This design comes from an exercise in tuning for small area, a short achievable clock period and few clock cycles per item on the open sky130 flow, not from production work. At most, simulation tests tie the RTL to the original design; equivalence was not proved. Power and IR drop assume default switching activity.

## old
Design conv_acc, start of the top module:
module conv_acc
(
    input  logic        clk,
    input  logic        arst_n,
    input  logic        wb_cyc,
    input  logic        wb_stb,
    input  logic        wb_we,
    input  logic [1:0]  wb_adr,
    input  logic [31:0] wb_dat_i,
    output logic        wb_ack,
    output logic [31:0] wb_dat_o
);
==> module conv_rd_bit, before the edit <==
module conv_rd_bit #(
    parameter bit HAS_ST = 1'b0
)
(
    input  logic [1:0] adr,
    input  logic [1:0] adr_n,
    input  logic       res,
    input  logic       st,
    output logic       dat
);
    if (HAS_ST) begin : g_st
        assign dat = (adr[0] && adr_n[1] && res) || (adr[1] && adr_n[0] && st);
    end else begin : g_res
        assign dat = adr[0] && !adr[1] && res;
    end
endmodule
==> module conv_acc, before the edit <==
module conv_acc
(
    input  logic        clk,
    input  logic        arst_n,
    input  logic        wb_cyc,
    input  logic        wb_stb,
    input  logic        wb_we,
    input  logic [1:0]  wb_adr,
    input  logic [31:0] wb_dat_i,
    output logic        wb_ack,
    output logic [31:0] wb_dat_o
);
    localparam int DEPTH = conv_pkg::RES_DEPTH - 1;
    logic               req;
    logic               wr_operand;
    logic               rd_result;
    logic               wr_clear;
    logic               accept;
    logic               pop;
    logic               full;
    conv_pkg::operand_t op;
    logic [15:0]        cs_a;
    logic [15:0]        cs_b;
    logic               cs_c;
    logic               stage_v;
    logic [15:0]        st_a;
    logic [15:0]        st_b;
    logic               st_c;
    logic [15:0]        mac;
    logic               head_v;
    logic [15:0]        head;
    logic [15:0]        mem [DEPTH];
    logic [4:0]         nrsel;
    logic [4:0]         rsel;
    logic               more;
    logic               shift;
    logic               take;
    logic               head_en;
    logic [DEPTH-1:0]   pick;
    logic [15:0]        oldest;
    logic [15:0]        head_d;
    logic               overflow;
    logic               underflow;
    logic               busy;
    logic [3:0]         status;
    logic [1:0]         adr_n;
    assign req        = wb_cyc && wb_stb;
    assign wb_ack     = req;
    assign wr_operand = req &&  wb_we && !wb_adr[1] && !wb_adr[0];
    assign rd_result  = req && !wb_we && !wb_adr[1] &&  wb_adr[0];
    assign wr_clear   = req &&  wb_we &&  wb_adr[1] &&  wb_adr[0];
    assign rsel   = ~nrsel;
    assign more   = !rsel[4];
    assign full   = head_v && ((rsel == 5'd14) || (stage_v && (rsel == 5'd13)));
    assign accept = wr_operand && !full;
    assign pop    = rd_result && head_v;
    assign shift   = stage_v && head_v && (more || !pop);
    assign take    = pop && more;
    assign head_en = pop || (stage_v && !head_v);
    always_ff @(posedge clk or negedge arst_n) begin
        if (!arst_n) begin
            stage_v   <= 1'b0;
            head_v    <= 1'b0;
            nrsel     <= '0;
            overflow  <= 1'b0;
            underflow <= 1'b0;
        end else begin
            stage_v <= accept;
            if (pop && !more && !stage_v) begin
                head_v <= 1'b0;
            end else if (stage_v) begin
                head_v <= 1'b1;
            end
            case ({shift, take})
                2'b10:   nrsel <= nrsel - 1'b1;
                2'b01:   nrsel <= nrsel + 1'b1;
                default: nrsel <= nrsel;
            endcase
            if (wr_clear) begin
                overflow  <= 1'b0;
                underflow <= 1'b0;
            end else begin
                if (wr_operand && full)   overflow  <= 1'b1;
                if (rd_result && !head_v) underflow <= 1'b1;
            end
        end
    end
    assign op = conv_pkg::operand_t'(wb_dat_i);
    conv_mac_cs u_mac (
        .f     (op.fltr),
        .x     (op.ifmap),
        .psum  (op.psum),
        .row_a (cs_a),
        .row_b (cs_b),
        .cin   (cs_c)
    );
    always_ff @(posedge clk) begin
        st_a <= cs_a;
        st_b <= cs_b;
        st_c <= cs_c;
    end
    conv_add16 u_add (
        .a  (st_a),
        .b  (st_b),
        .ci (st_c),
        .s  (mac)
    );
    always_comb begin
        for (int i = 0; i < DEPTH; i++) begin
            pick[i] = (rsel[3:0] == i);
        end
    end
    for (genvar b = 0; b < 16; b++) begin : g_pick
        logic [DEPTH-1:0] col;
        for (genvar i = 0; i < DEPTH; i++) begin : g_col
            assign col[i] = mem[i][b];
        end
        conv_pick #(.N(DEPTH)) u_pick (
            .sel (pick),
            .d   (col),
            .q   (oldest[b])
        );
    end
    assign head_d = more ? oldest : (stage_v ? mac : 16'd0);
    always_ff @(posedge clk or negedge arst_n) begin
        if (!arst_n) begin
            head <= '0;
        end else if (head_en) begin
            head <= head_d;
        end
    end
    always_ff @(posedge clk) begin
        if (shift) begin
            mem[0] <= mac;
            for (int i = 1; i < DEPTH; i++) begin
                mem[i] <= mem[i-1];
            end
        end
    end
    assign adr_n  = ~wb_adr;
    assign busy   = head_v || stage_v;
    assign status = {busy, !busy, underflow, overflow};
    for (genvar b = 0; b < 16; b++) begin : g_rd
        conv_rd_bit #(.HAS_ST(b < 4)) u_rd (
            .adr    (wb_adr),
            .adr_n  (adr_n),
            .res    (head[b]),
            .st     ((b < 4) ? status[b % 4] : 1'b0),
            .dat    (wb_dat_o[b])
        );
    end
    assign wb_dat_o[31:16] = '0;
endmodule
Settings: LEC_CHECK=0, CAP_MARGIN=20, CORE_MARGIN=2, CORE_UTILIZATION=60, CTS_BUF_LIST=sky130_fd_sc_hd__clkbuf_16, CTS_CLUSTER_DIAMETER=120, CTS_CLUSTER_SIZE=30, SETUP_SLACK_MARGIN=3.8, SLEW_MARGIN=20, SYNTH_HIERARCHICAL=1, TNS_END_PERCENT=100; clock period 7.0 ns.
run.sh (not shown) runs the stock make flow with config.mk's settings and CLKGATE_MAP_FILE= SYNTH_SCRIPT=/design/flow/synth_recipe.tcl, a recipe that flattens the netlist after the stock synthesis.
old | status: complete | timing, DRC, antenna: pass
Setup changes, old to new
--- a/flow/design.v
+++ b/flow/design.v
@@ -445,19 +445,18 @@
 endmodule
 module conv_rd_bit #(
     parameter bit HAS_ST = 1'b0
 )
 (
     input  logic [1:0] adr,
-    input  logic [1:0] adr_n,
     input  logic       res,
     input  logic       st,
     output logic       dat
 );
     if (HAS_ST) begin : g_st
-        assign dat = (adr[0] && adr_n[1] && res) || (adr[1] && adr_n[0] && st);
+        assign dat = (adr[0] && !adr[1] && res) || (adr[1] && !adr[0] && st);
     end else begin : g_res
         assign dat = adr[0] && !adr[1] && res;
     end
 endmodule
 module conv_pick #(
     parameter int N = 15
@@ -511,26 +510,25 @@
     logic [15:0]        oldest;
     logic [15:0]        head_d;
     logic               overflow;
     logic               underflow;
     logic               busy;
     logic [3:0]         status;
-    logic [1:0]         adr_n;
     assign req        = wb_cyc && wb_stb;
     assign wb_ack     = req;
     assign wr_operand = req &&  wb_we && !wb_adr[1] && !wb_adr[0];
     assign rd_result  = req && !wb_we && !wb_adr[1] &&  wb_adr[0];
     assign wr_clear   = req &&  wb_we &&  wb_adr[1] &&  wb_adr[0];
     assign rsel   = ~nrsel;
     assign more   = !rsel[4];
     assign full   = head_v && ((rsel == 5'd14) || (stage_v && (rsel == 5'd13)));
     assign accept = wr_operand && !full;
     assign pop    = rd_result && head_v;
     assign shift   = stage_v && head_v && (more || !pop);
     assign take    = pop && more;
-    assign head_en = pop || (stage_v && !head_v);
+    assign head_en = pop || !head_v;
     always_ff @(posedge clk or negedge arst_n) begin
         if (!arst_n) begin
             stage_v   <= 1'b0;
             head_v    <= 1'b0;
             nrsel     <= '0;
             overflow  <= 1'b0;
@@ -590,34 +588,30 @@
             .sel (pick),
             .d   (col),
             .q   (oldest[b])
         );
     end
     assign head_d = more ? oldest : (stage_v ? mac : 16'd0);
-    always_ff @(posedge clk or negedge arst_n) begin
-        if (!arst_n) begin
-            head <= '0;
-        end else if (head_en) begin
+    always_ff @(posedge clk) begin
+        if (head_en) begin
             head <= head_d;
         end
     end
     always_ff @(posedge clk) begin
         if (shift) begin
             mem[0] <= mac;
             for (int i = 1; i < DEPTH; i++) begin
                 mem[i] <= mem[i-1];
             end
         end
     end
-    assign adr_n  = ~wb_adr;
     assign busy   = head_v || stage_v;
     assign status = {busy, !busy, underflow, overflow};
     for (genvar b = 0; b < 16; b++) begin : g_rd
         conv_rd_bit #(.HAS_ST(b < 4)) u_rd (
             .adr    (wb_adr),
-            .adr_n  (adr_n),
             .res    (head[b]),
             .st     ((b < 4) ? status[b % 4] : 1'b0),
             .dat    (wb_dat_o[b])
         );
     end
     assign wb_dat_o[31:16] = '0;
## What came out
Between old and new, overall power decreased. Count of flip-flops and latches came out exactly the same in old and new. In the flow results for old and new, the combined buffer and inverter count along the critical path is larger on new. From old to new the numbers moved as follows: placer's final routability congestion estimate shows a reduction of 7.7%, power share of the clock group went up. | fraction of area in non-clock buffers | new vs old | 0.56 points higher |. The starting density of the core reported for new is smaller than that of old by 0.40 points. In new relative to old, area taken by flip-flops and latches had gone up slightly. [compare] base=old new=new: non-clock inverter count in the final layout down 2; pin count of the biggest net entering global routing up 135; cell count down 30.
No run of this note included a check of the RTL's function; only the layout flow was run.

conv_acc, a different RTL version from the one above (not shown whole).
Size in the first run: roughly 830 cells after synthesis, roughly 72 I/O pins.
==> module conv_rd_bit, before the edit <==
module conv_rd_bit #(
    parameter bit HAS_ST = 1'b0
)
(
    input  logic [1:0] adr,
    input  logic [1:0] adr_n,
    input  logic       res,
    input  logic       st,
    output logic       dat
);
    if (HAS_ST) begin : g_st
        assign dat = (adr[0] && adr_n[1] && res) || (adr[1] && adr_n[0] && st);
    end else begin : g_res
        assign dat = adr[0] && adr_n[1] && res;
    end
endmodule
clock: 7.0 ns
lec_check: 0
cap_margin: 20
core_margin: 2
core_utilization: 70
cts_buf_list: sky130_fd_sc_hd__clkbuf_16
cts_cluster_diameter: 120
cts_cluster_size: 30
setup_slack_margin: 3.8
slew_margin: 20
synth_hierarchical: 1
tns_end_percent: 100
Edit:
--- a/flow/design.v
+++ b/flow/design.v
@@ -447,17 +447,16 @@
     parameter bit HAS_ST = 1'b0
 )
 (
     input  logic [1:0] adr,
-    input  logic [1:0] adr_n,
     input  logic       res,
     input  logic       st,
     output logic       dat
 );
     if (HAS_ST) begin : g_st
-        assign dat = (adr[0] && adr_n[1] && res) || (adr[1] && adr_n[0] && st);
+        assign dat = (adr[0] && !adr[1] && res) || (adr[1] && !adr[0] && st);
     end else begin : g_res
-        assign dat = adr[0] && adr_n[1] && res;
+        assign dat = adr[0] && !adr[1] && res;
     end
 endmodule
 module conv_pick #(
     parameter int N = 15
@@ -513,9 +512,8 @@
     logic               overflow;
     logic               underflow;
     logic               busy;
     logic [3:0]         status;
-    logic [1:0]         adr_n;
     assign req        = wb_cyc && wb_stb;
     assign wb_ack     = req;
     assign wr_operand = req &&  wb_we && !wb_adr[1] && !wb_adr[0];
     assign rd_result  = req && !wb_we && !wb_adr[1] &&  wb_adr[0];
@@ -607,15 +605,13 @@
                 mem[i] <= mem[i-1];
             end
         end
     end
-    assign adr_n  = ~wb_adr;
     assign busy   = head_v || stage_v;
     assign status = {busy, !busy, underflow, overflow};
     for (genvar b = 0; b < 16; b++) begin : g_rd
         conv_rd_bit #(.HAS_ST(b < 4)) u_rd (
             .adr    (wb_adr),
-            .adr_n  (adr_n),
             .res    (head[b]),
             .st     ((b < 4) ? status[b % 4] : 1'b0),
             .dat    (wb_dat_o[b])
         );
=> The new run went through all stages and came out clean. Worst setup slack improves by 0.26 ns. Global-route usage goes up by 0.60 points. Sequential power hardly moves. Total power falls slightly. Non-clock buffer count came out lower by 3. Register-to-register slack gets worse by 0.05 ns. Maximum frequency grows by a little under a tenth. Design area came out lower slightly. Clock skew decreases by 0.014 ns. Synthesized cell count stays flat. Synthesized area is about the same. Clock-buffer cell count does not change. Hold slack got worse by 0.0050 ns. Final cell count is unchanged.
Testbench counts after the change, summed over its fixed seeds: cycles 9,600, items 3,200.
The RTL of the first run of this note was laid out without a check of its function.

== run A ==
RTL: one of the versions met above, not the one the previous note started from.
Size in the first run: about 790 cells after synthesis, about 72 I/O pins, roughly 13000 um^2 of cells after synthesis.
==> module conv_rd_bit, before the edit <==
module conv_rd_bit #(
    parameter bit HAS_ST = 1'b0
)
(
    input  logic [1:0] adr,
    input  logic       res,
    input  logic       st,
    output logic       dat
);
    if (HAS_ST) begin : g_st
        assign dat = (adr[0] && !adr[1] && res) || (adr[1] && !adr[0] && st);
    end else begin : g_res
        assign dat = adr[0] && !adr[1] && res;
    end
endmodule
==> module conv_acc, before the edit <==
module conv_acc
(
    input  logic        clk,
    input  logic        arst_n,
    input  logic        wb_cyc,
    input  logic        wb_stb,
    input  logic        wb_we,
    input  logic [1:0]  wb_adr,
    input  logic [31:0] wb_dat_i,
    output logic        wb_ack,
    output logic [31:0] wb_dat_o
);
    localparam int DEPTH = conv_pkg::RES_DEPTH - 1;
    logic               req;
    logic               wr_operand;
    logic               rd_result;
    logic               wr_clear;
    logic               accept;
    logic               pop;
    logic               full;
    conv_pkg::operand_t op;
    logic [15:0]        cs_a;
    logic [15:0]        cs_b;
    logic               cs_c;
    logic               stage_v;
    logic [15:0]        st_a;
    logic [15:0]        st_b;
    logic               st_c;
    logic [15:0]        mac;
    logic               head_v;
    logic [15:0]        head;
    logic [15:0]        mem [DEPTH];
    logic [4:0]         nrsel;
    logic [4:0]         rsel;
    logic               more;
    logic               shift;
    logic               take;
    logic               head_en;
    logic [DEPTH-1:0]   pick;
    logic [15:0]        oldest;
    logic [15:0]        head_d;
    logic               overflow;
    logic               underflow;
    logic               busy;
    logic [3:0]         status;
    assign req        = wb_cyc && wb_stb;
    assign wb_ack     = req;
    assign wr_operand = req &&  wb_we && !wb_adr[1] && !wb_adr[0];
    assign rd_result  = req && !wb_we && !wb_adr[1] &&  wb_adr[0];
    assign wr_clear   = req &&  wb_we &&  wb_adr[1] &&  wb_adr[0];
    assign rsel   = ~nrsel;
    assign more   = !rsel[4];
    assign full   = head_v && ((rsel == 5'd14) || (stage_v && (rsel == 5'd13)));
    assign accept = wr_operand && !full;
    assign pop    = rd_result && head_v;
    assign shift   = stage_v && head_v && (more || !pop);
    assign take    = pop && more;
    assign head_en = pop || !head_v;
    always_ff @(posedge clk or negedge arst_n) begin
        if (!arst_n) begin
            stage_v   <= 1'b0;
            head_v    <= 1'b0;
            nrsel     <= '0;
            overflow  <= 1'b0;
            underflow <= 1'b0;
        end else begin
            stage_v <= accept;
            if (pop && !more && !stage_v) begin
                head_v <= 1'b0;
            end else if (stage_v) begin
                head_v <= 1'b1;
            end
            case ({shift, take})
                2'b10:   nrsel <= nrsel - 1'b1;
                2'b01:   nrsel <= nrsel + 1'b1;
                default: nrsel <= nrsel;
            endcase
            if (wr_clear) begin
                overflow  <= 1'b0;
                underflow <= 1'b0;
            end else begin
                if (wr_operand && full)   overflow  <= 1'b1;
                if (rd_result && !head_v) underflow <= 1'b1;
            end
        end
    end
    assign op = conv_pkg::operand_t'(wb_dat_i);
    conv_mac_cs u_mac (
        .f     (op.fltr),
        .x     (op.ifmap),
        .psum  (op.psum),
        .row_a (cs_a),
        .row_b (cs_b),
        .cin   (cs_c)
    );
    always_ff @(posedge clk) begin
        st_a <= cs_a;
        st_b <= cs_b;
        st_c <= cs_c;
    end
    conv_add16 u_add (
        .a  (st_a),
        .b  (st_b),
        .ci (st_c),
        .s  (mac)
    );
    always_comb begin
        for (int i = 0; i < DEPTH; i++) begin
            pick[i] = (rsel[3:0] == i);
        end
    end
    for (genvar b = 0; b < 16; b++) begin : g_pick
        logic [DEPTH-1:0] col;
        for (genvar i = 0; i < DEPTH; i++) begin : g_col
            assign col[i] = mem[i][b];
        end
        conv_pick #(.N(DEPTH)) u_pick (
            .sel (pick),
            .d   (col),
            .q   (oldest[b])
        );
    end
    assign head_d = more ? oldest : (stage_v ? mac : 16'd0);
    always_ff @(posedge clk) begin
        if (head_en) begin
            head <= head_d;
        end
    end
    always_ff @(posedge clk) begin
        if (shift) begin
            mem[0] <= mac;
            for (int i = 1; i < DEPTH; i++) begin
                mem[i] <= mem[i-1];
            end
        end
    end
    assign busy   = head_v || stage_v;
    assign status = {busy, !busy, underflow, overflow};
    for (genvar b = 0; b < 16; b++) begin : g_rd
        conv_rd_bit #(.HAS_ST(b < 4)) u_rd (
            .adr    (wb_adr),
            .res    (head[b]),
            .st     ((b < 4) ? status[b % 4] : 1'b0),
            .dat    (wb_dat_o[b])
        );
    end
    assign wb_dat_o[31:16] = '0;
endmodule
Settings: LEC_CHECK=0, CAP_MARGIN=20, CORE_MARGIN=2, CORE_UTILIZATION=70, CTS_BUF_LIST=sky130_fd_sc_hd__clkbuf_16, CTS_CLUSTER_DIAMETER=120, CTS_CLUSTER_SIZE=30, SETUP_SLACK_MARGIN=3.8, SLEW_MARGIN=20, SYNTH_HIERARCHICAL=1, TNS_END_PERCENT=100; clock period 7.0 ns.
Inputs modified between run A and run B:
-- flow/design.v --
<<< run A, line 449
(
    input  logic [1:0] adr,
    input  logic       res,
    input  logic       st,
>>> run B, line 449
(
    input  logic [1:0] adr,
    input  logic [1:0] adr_n,
    input  logic       res,
    input  logic       st,
<<< run A, line 454
);
    if (HAS_ST) begin : g_st
        assign dat = (adr[0] && !adr[1] && res) || (adr[1] && !adr[0] && st);
    end else begin : g_res
        assign dat = adr[0] && !adr[1] && res;
>>> run B, line 455
);
    if (HAS_ST) begin : g_st
        assign dat = (adr[0] && adr_n[1] && res) || (adr[1] && adr_n[0] && st);
    end else begin : g_res
        assign dat = adr[0] && !adr[1] && res;
<<< run A, line 514
    logic               busy;
    logic [3:0]         status;
    assign req        = wb_cyc && wb_stb;
    assign wb_ack     = req;
>>> run B, line 515
    logic               busy;
    logic [3:0]         status;
    logic [1:0]         adr_n;
    assign req        = wb_cyc && wb_stb;
    assign wb_ack     = req;
<<< run A, line 526
    assign shift   = stage_v && head_v && (more || !pop);
    assign take    = pop && more;
    assign head_en = pop || !head_v;
    always_ff @(posedge clk or negedge arst_n) begin
        if (!arst_n) begin
>>> run B, line 528
    assign shift   = stage_v && head_v && (more || !pop);
    assign take    = pop && more;
    assign head_en = pop || (stage_v && !head_v);
    always_ff @(posedge clk or negedge arst_n) begin
        if (!arst_n) begin
<<< run A, line 592
    end
    assign head_d = more ? oldest : (stage_v ? mac : 16'd0);
    always_ff @(posedge clk) begin
        if (head_en) begin
            head <= head_d;
        end
>>> run B, line 594
    end
    assign head_d = more ? oldest : (stage_v ? mac : 16'd0);
    always_ff @(posedge clk or negedge arst_n) begin
        if (!arst_n) begin
            head <= '0;
        end else if (head_en) begin
            head <= head_d;
        end
<<< run A, line 605
        end
    end
    assign busy   = head_v || stage_v;
    assign status = {busy, !busy, underflow, overflow};
>>> run B, line 609
        end
    end
    assign adr_n  = ~wb_adr;
    assign busy   = head_v || stage_v;
    assign status = {busy, !busy, underflow, overflow};
<<< run A, line 610
        conv_rd_bit #(.HAS_ST(b < 4)) u_rd (
            .adr    (wb_adr),
            .res    (head[b]),
            .st     ((b < 4) ? status[b % 4] : 1'b0),
>>> run B, line 615
        conv_rd_bit #(.HAS_ST(b < 4)) u_rd (
            .adr    (wb_adr),
            .adr_n  (adr_n),
            .res    (head[b]),
            .st     ((b < 4) ? status[b % 4] : 1'b0),
==> comparison <==
From run A to run B the numbers moved as follows: cell count now larger, worst slew margin relative to its limit saw an increase, clock power rose by about 1%. Run B vs run A on number of global-route vias before repair: run B is the lower one. Worst hold margin, run A and run B: higher on run A. As of run B, final HPWL from detailed placement had fallen by a few percent compared to run A. Between run A and run B, the final wirelength is higher for run A. Per the comparison of run B with run A, design area now larger, standard cell area after detailed placement now larger, critical path depth now smaller.
Function was not checked in any run of this note: the RTL went through the layout flow alone.

-- static timing again, ports no longer ideal --
No port has a modelled driver above. Below, the same layouts with a new extraction and two added sets of constraints.
Step 1 sets driving cells, clkbuf_16 on the clock port and buf_2 on the other inputs (assumed; they add their load-dependent delay and slew).
Step 2, shift: input delay + t, output delay - t, t = (earliest + latest rising clock arrival at the registers) / 2. This alone moves slack from input paths to output paths.
a / b / c = no drivers / after step 1 / after step 2; a / b = the first two.
| run | t, ns | setup WS [ns] | worst setup path after step 2 | worst slew at a driven data input, ns |
|---|---|---|---|---|
| old | 0.542 | 3.732 / 3.466 / 3.162 | input to register | 0.34 |
| new | 0.522 | 3.538 / 3.410 / 3.259 | input to register | 0.15 |
| the first run of note 2 | 0.532 | 3.448 / 3.382 / 3.277 | input to register | 0.06 |
| the second run of note 2 | 0.529 | 3.708 / 3.487 / 3.223 | input to register | 0.31 |
| run A | 0.521 | 3.543 / 3.488 / 3.293 | input to register | 0.10 |
| run B | 0.536 | 3.720 / 3.519 / 3.126 | input to register | 0.26 |
After both steps every run listed still meets setup and hold. For run B, which loses most, drivers alone change the setup slack by -0.201 ns; drivers and shift together by -0.594 ns.
